This design comes from an exercise in tuning for small area, a short achievable clock period and few clock cycles per item on the open sky130 flow, not from production work. Only simulation tests tie the RTL to the original design; equivalence was not proved.

==> trial 38: inputs <==
## oflow_match
module oflow_match (
	input  logic        clk,
	input  logic        reset_N,
	input  logic        start,
	input  logic        hist_we,
	input  logic [1:0]  hist_addr,
	input  logic [9:0]  hist_x_tl,
	input  logic [9:0]  hist_y_tl,
	input  logic [9:0]  hist_x_br,
	input  logic [9:0]  hist_y_br,
	input  logic [9:0]  cur_x_tl,
	input  logic [9:0]  cur_y_tl,
	input  logic [9:0]  cur_x_br,
	input  logic [9:0]  cur_y_br,
	output logic        done,
	output logic        busy,
	output logic [1:0]  best_idx,
	output logic [15:0] best_cost,
	output logic        no_match
);
make LEC_CHECK=0 CAP_MARGIN=20 CORE_MARGIN=2 CORE_UTILIZATION=40 SETUP_SLACK_MARGIN=2.5 SLEW_MARGIN=20 TNS_END_PERCENT=100 finish   # period 9.0 ns
run.sh (not shown) runs the stock make flow with config.mk's settings and CLKGATE_MAP_FILE= SYNTH_SCRIPT=/design/flow/synth_recipe.tcl, a recipe that flattens the netlist after the stock synthesis.
==> build 52: changes against trial 38 <==
SETUP_SLACK_MARGIN = 1.5   (was 2.5)
==> results_dict.tcl <==
set metrics [dict create \
    status "timing/DRC/antenna clean" \
    detail_routed_net_length_per_standard_cell_um 21.0 \
    grt_max_degree 63 \
]
(the above is from trial 38)
==> results_dict.tcl <==
set metrics [dict create \
    placed_area_mm2 0.0496 \
    status "timing/DRC/antenna clean" \
    detail_routed_net_length_per_standard_cell_um 20.4 \
    worstSetupPathType "reg -> out" \
]
(the above is from build 52)
Testbench counts of trial 38, summed over its fixed seeds: cycles 3,622, runs 512.
Testbench counts of build 52, summed over its fixed seeds: cycles 3,622, runs 512.

---

==> trial 70 <==
==> flow/design.v <==
module oflow_match (
	input  logic        clk,
	input  logic        reset_N,
	input  logic        start,
	input  logic        hist_we,
	input  logic [1:0]  hist_addr,
	input  logic [9:0]  hist_x_tl,
	input  logic [9:0]  hist_y_tl,
	input  logic [9:0]  hist_x_br,
	input  logic [9:0]  hist_y_br,
	input  logic [9:0]  cur_x_tl,
	input  logic [9:0]  cur_y_tl,
	input  logic [9:0]  cur_x_br,
	input  logic [9:0]  cur_y_br,
	output logic        done,
	output logic        busy,
	output logic [1:0]  best_idx,
	output logic [15:0] best_cost,
	output logic        no_match
);
	function automatic logic [9:0] span(input logic [9:0] tl, input logic [9:0] br);
		span = (br > tl) ? (br - tl) : 10'd0;
	endfunction
	function automatic logic [1:0] qsel(input logic [4:0] a, input logic [4:0] b, input logic [4:0] m);
		logic [3:0] s, c, y;
		s = a[4:1] ^ b[4:1] ^ m[4:1];
		c = (a[3:0] & b[3:0]) | (a[3:0] & m[3:0]) | (b[3:0] & m[3:0]);
		y = s + c;
		qsel = {!y[3], y[3] && (y != 4'hf)};
	endfunction
	function automatic logic sgn3(input logic [7:0] a, input logic [7:0] b, input logic [7:0] k);
		logic [7:0] s;
		s = a + b + k;
		sgn3 = s[7];
	endfunction
	logic [39:0] hist_q [4];
	logic [3:0]  hval_q;
	always_ff @(posedge clk) begin
		if (hist_we)
			hist_q[hist_addr] <= {hist_x_tl, hist_y_tl, hist_x_br, hist_y_br};
	end
	always_ff @(posedge clk or posedge reset_N) begin
		if (reset_N)
			hval_q <= 4'b0;
		else if (hist_we)
			hval_q[hist_addr] <= 1'b1;
	end
	logic       go;
	logic [3:0] ov;            
	logic [3:0] rem_q;         
	logic [2:0] hold_q;        
	logic [3:0] pend;          
	logic [1:0] s0_ix;         
	logic       ent;           
	assign go = start && !busy;
	always_comb begin
		for (int i = 0; i < 4; i++)
			ov[i] = hval_q[i] &&
			        (cur_x_br > hist_q[i][39:30]) && (hist_q[i][19:10] > cur_x_tl) &&
			        (cur_y_br > hist_q[i][29:20]) && (hist_q[i][9:0]   > cur_y_tl);
	end
	assign pend  = go ? ov : rem_q;
	assign s0_ix = pend[0] ? 2'd0 : pend[1] ? 2'd1 : pend[2] ? 2'd2 : 2'd3;
	assign ent   = (go || (busy && hold_q == 3'd0)) && (pend != 4'b0000);
	always_ff @(posedge clk or posedge reset_N) begin
		if (reset_N) begin
			rem_q  <= 4'b0000;
			hold_q <= 3'd0;
		end else if (go || busy) begin
			rem_q  <= ent ? (pend & (pend - 4'd1)) : pend;
			hold_q <= ent ? 3'd4 : (hold_q != 3'd0) ? hold_q - 3'd1 : 3'd0;
		end else begin
			rem_q  <= 4'b0000;
			hold_q <= 3'd0;
		end
	end
	logic [39:0] hb;
	logic [9:0]  s0_iw, s0_ih, s0_bw, s0_bh, s0_aw, s0_ah;
	logic [10:0] dx_aa, dx_ab, dx_ba, dx_bb, dy_aa, dy_ab, dy_ba, dy_bb, dx_i, dy_i;
	assign hb = hval_q[s0_ix] ? hist_q[s0_ix] : 40'd0;
	assign dx_aa = {1'b0, cur_x_br}  - {1'b0, cur_x_tl};
	assign dx_ab = {1'b0, cur_x_br}  - {1'b0, hb[39:30]};
	assign dx_ba = {1'b0, hb[19:10]} - {1'b0, cur_x_tl};
	assign dx_bb = {1'b0, hb[19:10]} - {1'b0, hb[39:30]};
	assign dy_aa = {1'b0, cur_y_br}  - {1'b0, cur_y_tl};
	assign dy_ab = {1'b0, cur_y_br}  - {1'b0, hb[29:20]};
	assign dy_ba = {1'b0, hb[9:0]}   - {1'b0, cur_y_tl};
	assign dy_bb = {1'b0, hb[9:0]}   - {1'b0, hb[29:20]};
	always_comb begin
		case ({cur_x_br < hb[19:10], cur_x_tl > hb[39:30]})
			2'b11:   dx_i = dx_aa;
			2'b10:   dx_i = dx_ab;
			2'b01:   dx_i = dx_ba;
			default: dx_i = dx_bb;
		endcase
		case ({cur_y_br < hb[9:0], cur_y_tl > hb[29:20]})
			2'b11:   dy_i = dy_aa;
			2'b10:   dy_i = dy_ab;
			2'b01:   dy_i = dy_ba;
			default: dy_i = dy_bb;
		endcase
		s0_iw = dx_i[10]  ? 10'd0 : dx_i[9:0];
		s0_ih = dy_i[10]  ? 10'd0 : dy_i[9:0];
		s0_bw = dx_bb[10] ? 10'd0 : dx_bb[9:0];
		s0_bh = dy_bb[10] ? 10'd0 : dy_bb[9:0];
		s0_aw = dx_aa[10] ? 10'd0 : dx_aa[9:0];
		s0_ah = dy_aa[10] ? 10'd0 : dy_aa[9:0];
	end
	logic       r1_v;
	logic [1:0] r1_ix;
	logic [9:0] r1_iw, r1_ih, r1_bw, r1_bh, r1_aw, r1_ah;
	always_ff @(posedge clk) begin
		r1_ix <= s0_ix;
		r1_iw <= s0_iw;
		r1_ih <= s0_ih;
		r1_bw <= s0_bw;
		r1_bh <= s0_bh;
		r1_aw <= s0_aw;
		r1_ah <= s0_ah;
	end
	logic [19:0] s1_it, s1_ab, s1_aa;
	logic [20:0] s1_u, s1_us, s1_uc, s1_un, s1_a1, s1_b1, s1_mj;
	assign s1_it = 20'(r1_iw) * r1_ih;
	assign s1_ab = 20'(r1_bw) * r1_bh;
	assign s1_aa = 20'(r1_aw) * r1_ah;
	assign s1_a1 = {1'b0, s1_aa};
	assign s1_b1 = {1'b0, s1_ab};
	assign s1_un = ~{1'b0, s1_it};
	assign s1_us = s1_a1 ^ s1_b1 ^ s1_un;
	assign s1_mj = (s1_a1 & s1_b1) | (s1_a1 & s1_un) | (s1_b1 & s1_un);
	assign s1_uc = {s1_mj[19:0], 1'b1};
	assign s1_u  = s1_us + s1_uc;
	logic        r2_v;
	logic [1:0]  r2_ix;
	logic [19:0] r2_it;
	logic [20:0] r2_u;
	always_ff @(posedge clk) begin
		r2_ix <= r1_ix;
		r2_it <= s1_it;
		r2_u  <= s1_u;
	end
	logic [20:0] s2_u0, s2_u1, s2_u2, s2_u3, s2_u4;
	logic [20:0] s2_x0, s2_x1, s2_x2, s2_x3, s2_x4;
	logic [19:0] s2_dd;
	logic        s2_z;
	assign s2_z  = (r2_u == 21'd0);
	assign {s2_u0, s2_x0} = (r2_u[20:5] == 16'd0)   ? {r2_u << 16, 21'(r2_it) << 16} : {r2_u, 21'(r2_it)};
	assign {s2_u1, s2_x1} = (s2_u0[20:13] == 8'd0)  ? {s2_u0 << 8, s2_x0 << 8} : {s2_u0, s2_x0};
	assign {s2_u2, s2_x2} = (s2_u1[20:17] == 4'd0)  ? {s2_u1 << 4, s2_x1 << 4} : {s2_u1, s2_x1};
	assign {s2_u3, s2_x3} = (s2_u2[20:19] == 2'd0)  ? {s2_u2 << 2, s2_x2 << 2} : {s2_u2, s2_x2};
	assign {s2_u4, s2_x4} = (s2_u3[20] == 1'b0)     ? {s2_u3 << 1, s2_x3 << 1} : {s2_u3, s2_x3};
	assign s2_dd  = s2_u4[19:0];
	logic        dv_act;       
	logic [2:0]  dv_cnt;       
	logic [1:0]  dv_ix;
	logic        dv_z;
	logic [19:0] dv_dd;
	logic [22:0] dv_ws, dv_wc;
	logic        dv_np, dv_nn;
	logic [15:0] dv_q, dv_qm;
	logic        fv;           
	assign fv = dv_act && (dv_cnt == 3'd4);
	logic [22:0] it0_a, it0_b, it0_m, it0_c, it0_ws, it0_wc;
	logic [1:0]  it0_cp, it0_cz, it0_cn;
	logic        it0_np, it0_nn;
	logic [15:0] it0_q, it0_qm;
	assign it0_a   = {dv_ws[21:0], 1'b0};
	assign it0_b   = {dv_wc[21:0], 1'b0};
	assign it0_m   = ({23{dv_np}} & ~{3'b001, dv_dd}) | ({23{dv_nn}} & {3'b001, dv_dd});
	assign it0_ws  = it0_a ^ it0_b ^ it0_m;
	assign it0_c   = (it0_a & it0_b) | (it0_a & it0_m) | (it0_b & it0_m);
	assign it0_wc  = {it0_c[21:0], dv_np};
	assign it0_cp  = qsel(it0_a[22:18], it0_b[22:18], ~{3'b001, dv_dd[19:18]});
	assign it0_cz  = qsel(it0_a[22:18], it0_b[22:18], 5'b00000);
	assign it0_cn  = qsel(it0_a[22:18], it0_b[22:18], {3'b001, dv_dd[19:18]});
	assign {it0_np, it0_nn} = dv_np ? it0_cp : (dv_nn ? it0_cn : it0_cz);
	assign it0_q   = dv_nn ? {dv_qm[14:0], 1'b1} : {dv_q[14:0], dv_np};
	assign it0_qm  = dv_np ? {dv_q[14:0], 1'b0} : {dv_qm[14:0], !dv_nn};
	logic [22:0] it1_a, it1_b, it1_m, it1_c, it1_ws, it1_wc;
	logic [1:0]  it1_cp, it1_cz, it1_cn;
	logic        it1_np, it1_nn;
	logic [15:0] it1_q, it1_qm;
	assign it1_a   = {it0_ws[21:0], 1'b0};
	assign it1_b   = {it0_wc[21:0], 1'b0};
	assign it1_m   = ({23{it0_np}} & ~{3'b001, dv_dd}) | ({23{it0_nn}} & {3'b001, dv_dd});
	assign it1_ws  = it1_a ^ it1_b ^ it1_m;
	assign it1_c   = (it1_a & it1_b) | (it1_a & it1_m) | (it1_b & it1_m);
	assign it1_wc  = {it1_c[21:0], it0_np};
	assign it1_cp  = qsel(it1_a[22:18], it1_b[22:18], ~{3'b001, dv_dd[19:18]});
	assign it1_cz  = qsel(it1_a[22:18], it1_b[22:18], 5'b00000);
	assign it1_cn  = qsel(it1_a[22:18], it1_b[22:18], {3'b001, dv_dd[19:18]});
	assign {it1_np, it1_nn} = it0_np ? it1_cp : (it0_nn ? it1_cn : it1_cz);
	assign it1_q   = it0_nn ? {it0_qm[14:0], 1'b1} : {it0_q[14:0], it0_np};
	assign it1_qm  = it0_np ? {it0_q[14:0], 1'b0} : {it0_qm[14:0], !it0_nn};
	logic [22:0] it2_a, it2_b, it2_m, it2_c, it2_ws, it2_wc;
	logic [1:0]  it2_cp, it2_cz, it2_cn;
	logic        it2_np, it2_nn;
	logic [15:0] it2_q, it2_qm;
	assign it2_a   = {it1_ws[21:0], 1'b0};
	assign it2_b   = {it1_wc[21:0], 1'b0};
	assign it2_m   = ({23{it1_np}} & ~{3'b001, dv_dd}) | ({23{it1_nn}} & {3'b001, dv_dd});
	assign it2_ws  = it2_a ^ it2_b ^ it2_m;
	assign it2_c   = (it2_a & it2_b) | (it2_a & it2_m) | (it2_b & it2_m);
	assign it2_wc  = {it2_c[21:0], it1_np};
	assign it2_cp  = qsel(it2_a[22:18], it2_b[22:18], ~{3'b001, dv_dd[19:18]});
	assign it2_cz  = qsel(it2_a[22:18], it2_b[22:18], 5'b00000);
	assign it2_cn  = qsel(it2_a[22:18], it2_b[22:18], {3'b001, dv_dd[19:18]});
	assign {it2_np, it2_nn} = it1_np ? it2_cp : (it1_nn ? it2_cn : it2_cz);
	assign it2_q   = it1_nn ? {it1_qm[14:0], 1'b1} : {it1_q[14:0], it1_np};
	assign it2_qm  = it1_np ? {it1_q[14:0], 1'b0} : {it1_qm[14:0], !it1_nn};
	logic [22:0] it3_a, it3_b, it3_m, it3_c, it3_ws, it3_wc;
	logic [1:0]  it3_cp, it3_cz, it3_cn;
	logic        it3_np, it3_nn;
	logic [15:0] it3_q, it3_qm;
	assign it3_a   = {it2_ws[21:0], 1'b0};
	assign it3_b   = {it2_wc[21:0], 1'b0};
	assign it3_m   = ({23{it2_np}} & ~{3'b001, dv_dd}) | ({23{it2_nn}} & {3'b001, dv_dd});
	assign it3_ws  = it3_a ^ it3_b ^ it3_m;
	assign it3_c   = (it3_a & it3_b) | (it3_a & it3_m) | (it3_b & it3_m);
	assign it3_wc  = {it3_c[21:0], it2_np};
	assign it3_cp  = qsel(it3_a[22:18], it3_b[22:18], ~{3'b001, dv_dd[19:18]});
	assign it3_cz  = qsel(it3_a[22:18], it3_b[22:18], 5'b00000);
	assign it3_cn  = qsel(it3_a[22:18], it3_b[22:18], {3'b001, dv_dd[19:18]});
	assign {it3_np, it3_nn} = it2_np ? it3_cp : (it2_nn ? it3_cn : it3_cz);
	assign it3_q   = it2_nn ? {it2_qm[14:0], 1'b1} : {it2_q[14:0], it2_np};
	assign it3_qm  = it2_np ? {it2_q[14:0], 1'b0} : {it2_qm[14:0], !it2_nn};
	always_ff @(posedge clk) begin
		if (r2_v) begin
			dv_ix <= r2_ix;
			dv_z  <= s2_z;
			dv_dd <= s2_dd;
			dv_ws <= {2'b00, s2_x4};
			dv_wc <= 23'd0;
			dv_np <= 1'b1;
			dv_nn <= 1'b0;
			dv_q  <= 16'd0;
			dv_qm <= 16'hffff;
		end else begin
			dv_ws <= it3_ws;
			dv_wc <= it3_wc;
			dv_np <= it3_np;
			dv_nn <= it3_nn;
			dv_q  <= it3_q;
			dv_qm <= it3_qm;
		end
	end
	always_ff @(posedge clk or posedge reset_N) begin
		if (reset_N) begin
			r1_v   <= 1'b0;
			r2_v   <= 1'b0;
			dv_act <= 1'b0;
			dv_cnt <= 3'd0;
		end else begin
			r1_v <= ent;
			r2_v <= r1_v;
			if (r2_v) begin
				dv_act <= 1'b1;
				dv_cnt <= 3'd0;
			end else if (fv) begin
				dv_act <= 1'b0;
			end else if (dv_act) begin
				dv_cnt <= dv_cnt + 3'd1;
			end
		end
	end
	logic [22:0] f_wsum;
	logic [15:0] f_r;
	logic [15:0] fcost;
	assign f_wsum = dv_ws + dv_wc;
	assign f_r    = f_wsum[22] ? dv_qm : dv_q;
	assign fcost  = (!fv || dv_z) ? 16'hffff : ~f_r;
	logic        inflight;
	logic [15:0] lc_q;
	logic [1:0]  li_q;
	logic [15:0] bc_q;
	logic [1:0]  bi_q;
	logic [15:0] lcost;
	logic [1:0]  lidx;
	logic        take_l;
	assign inflight = (rem_q != 4'b0000) || r1_v || r2_v || (dv_act && !fv);
	assign done     = busy && !inflight;
	always_ff @(posedge clk or posedge reset_N) begin
		if (reset_N) begin
			busy <= 1'b0;
			lc_q <= 16'hffff;
			li_q <= 2'd0;
			bc_q <= 16'hffff;
			bi_q <= 2'd0;
		end else if (go) begin
			busy <= 1'b1;
			bc_q <= 16'hffff;
			bi_q <= 2'd0;
		end else if (busy) begin
			if (done) begin
				busy <= 1'b0;
				lc_q <= fcost;
				li_q <= dv_ix;
			end else if (fcost < bc_q) begin
				bc_q <= fcost;
				bi_q <= dv_ix;
			end
		end
	end
	assign lcost     = busy ? fcost : lc_q;
	assign lidx      = busy ? dv_ix : li_q;
	assign take_l    = (lcost < bc_q);
	assign best_cost = take_l ? lcost : bc_q;
	assign best_idx  = take_l ? lidx : bi_q;
	assign no_match  = (best_cost > 16'he000);
endmodule
==> flow/run.sh <==
#!/bin/bash
# synth_recipe.tcl (not shown) runs the flow's synth.tcl, then flattens the netlist and writes it again
# the make line also repeats each setting of config.mk as NAME=value (left out here)
make -C /OpenROAD-flow-scripts/flow DESIGN_CONFIG=/design/flow/config.mk WORK_HOME=/design/flow/orfs CLKGATE_MAP_FILE= SYNTH_SCRIPT=/design/flow/synth_recipe.tcl finish
==> flow/config.mk <==
export PLATFORM = sky130hd
export DESIGN_NAME = oflow_match
export DESIGN_NICKNAME = oflow_match
export VERILOG_FILES = /design/flow/design.v
export SDC_FILE = /design/flow/constraint.sdc
export NUM_CORES = 4
export LEC_CHECK = 0
export CAP_MARGIN = 20
export CORE_MARGIN = 2
export CORE_UTILIZATION = 60
export PLACE_DENSITY = 0.7
export SLEW_MARGIN = 20
==> flow/constraint.sdc <==
create_clock -name core_clock -period 9.0 [get_ports {clk}]
set_input_delay 1.8000 -clock core_clock [delete_from_list [all_inputs] [get_ports {clk}]]
set_output_delay 1.8000 -clock core_clock [all_outputs]
set_load 0.01 [all_outputs]
==> trial 27: changes against trial 70 <==
--- a/flow/design.v
+++ b/flow/design.v
@@ -265,17 +265,27 @@
 	end
 	logic [22:0] f_wsum;
-	logic [15:0] f_r;
+	logic        f_neg;
+	logic        f_inv;        
+	logic [15:0] fc_q, fc_m;   
+	logic        lt_q, lt_m;   
 	logic [15:0] fcost;
+	logic        f_lt;
 	assign f_wsum = dv_ws + dv_wc;
-	assign f_r    = f_wsum[22] ? dv_qm : dv_q;
-	assign fcost  = (!fv || dv_z) ? 16'hffff : ~f_r;
+	assign f_neg  = f_wsum[22];
+	assign f_inv  = !fv || dv_z;
+	assign fc_q   = f_inv ? 16'hffff : ~dv_q;
+	assign fc_m   = f_inv ? 16'hffff : ~dv_qm;
+	assign lt_q   = (fc_q < bc_q);
+	assign lt_m   = (fc_m < bc_q);
+	assign fcost  = f_neg ? fc_m : fc_q;
+	assign f_lt   = f_neg ? lt_m : lt_q;
 	logic        inflight;
 	logic [15:0] lc_q;
 	logic [1:0]  li_q;
+	logic        ll_q;         
 	logic [15:0] bc_q;
 	logic [1:0]  bi_q;
-	logic [15:0] lcost;
-	logic [1:0]  lidx;
 	logic        take_l;
+	logic        nm_b, nm_l, nm_f;
 	assign inflight = (rem_q != 4'b0000) || r1_v || r2_v || (dv_act && !fv);
 	assign done     = busy && !inflight;
@@ -285,4 +295,5 @@
 			lc_q <= 16'hffff;
 			li_q <= 2'd0;
+			ll_q <= 1'b0;
 			bc_q <= 16'hffff;
 			bi_q <= 2'd0;
@@ -296,5 +307,6 @@
 				lc_q <= fcost;
 				li_q <= dv_ix;
-			end else if (fcost < bc_q) begin
+				ll_q <= f_lt;
+			end else if (f_lt) begin
 				bc_q <= fcost;
 				bi_q <= dv_ix;
@@ -302,9 +314,10 @@
 		end
 	end
-	assign lcost     = busy ? fcost : lc_q;
-	assign lidx      = busy ? dv_ix : li_q;
-	assign take_l    = (lcost < bc_q);
-	assign best_cost = take_l ? lcost : bc_q;
-	assign best_idx  = take_l ? lidx : bi_q;
-	assign no_match  = (best_cost > 16'he000);
+	assign nm_b      = (bc_q > 16'he000);
+	assign nm_l      = (lc_q > 16'he000);
+	assign nm_f      = f_neg ? (fc_m > 16'he000) : (fc_q > 16'he000);
+	assign take_l    = busy ? f_lt : ll_q;
+	assign best_cost = !take_l ? bc_q : busy ? fcost : lc_q;
+	assign best_idx  = !take_l ? bi_q : busy ? dv_ix : li_q;
+	assign no_match  = !take_l ? nm_b : busy ? nm_f : nm_l;
 endmodule
CORE_UTILIZATION = 40   (was 60)
PLACE_DENSITY = default   (was 0.7)
SETUP_SLACK_MARGIN = 1.0   (was default)
TNS_END_PERCENT = 100   (was default)
==> qor.txt <==
Final setup margin: 1.41 ns
Initial Util: 0.403
Sink Count: 422
Peak Freq: 132 MHz
Status: complete, no violations
WHS Endpoint: r2_ix[1]$_DFF_P_
Tap Count: 1391
Worst path depth: 24
Die W: 330 µm
Final weighted congestion in routability-driven placement: 0.932
Commonest cells in the synthesized netlist: inv_1 (626), ha_1 (577), nand2_1 (481)
That was trial 27.
==> qor.txt <==
Commonest cells in the synthesized netlist: inv_1 (625), ha_1 (577), nand2_1 (483)
Status: complete, no violations
Highest routed layer: met4
Top FF cell, synth: dfxtp_1
Final setup margin: 0.489 ns
Peak Freq: 117 MHz
Final weighted congestion in routability-driven placement: 0.975
Sink Count: 421
Post-synthesis cell type count: 96
Initial Util: 0.608
Tap Count: 931
Worst path depth: 23
WHS Endpoint: r2_ix[0]$_DFF_P_
That was trial 70.
Testbench counts of trial 70, summed over its fixed seeds: cycles 4,034, runs 512.
Testbench counts of trial 27, summed over its fixed seeds: cycles 4,034, runs 512.

-- separate check: timing with driven ports --
The flow's constraints put no driver on any port. The routed layouts listed below were extracted and timed again, unchanged, in two steps.
Step 1 sets driving cells, clkbuf_16 on the clock port and buf_2 on the other inputs (assumed; they add their load-dependent delay and slew).
Step 2 times the ports against the registers' clock, not the clock port: input delays grow and output delays shrink by t, the midpoint of the rising clock arrivals with the driver on.
Slacks: no drivers / after step 1 / after step 2; pairs: no drivers / after step 1.
run | t (ns) | setup slack, ns | hold WS [ns] | worst setup path at the end | worst slew at a driven data input, ns
trial 38 | 0.705 | 0.644 / 0.574 / 1.279 | 0.322 / 0.322 / 0.322 | register to output | 0.07
build 52 | 0.680 | 0.729 / 0.660 / 1.018 | 0.327 / 0.327 / 0.327 | input to register | 0.14
trial 70 | 0.675 | 0.489 / 0.530 / -0.146 | 0.328 / 0.328 / 0.328 | input to register | 0.06
trial 27 | 0.660 | 1.407 / 1.359 / 0.792 | 0.328 / 0.328 / 0.328 | input to register | 0.09
With both steps, setup timing fails in trial 70, where it was met with ideal ports. For trial 70, which loses most, drivers alone change the setup slack by +0.041 ns; drivers and shift together by -0.635 ns.
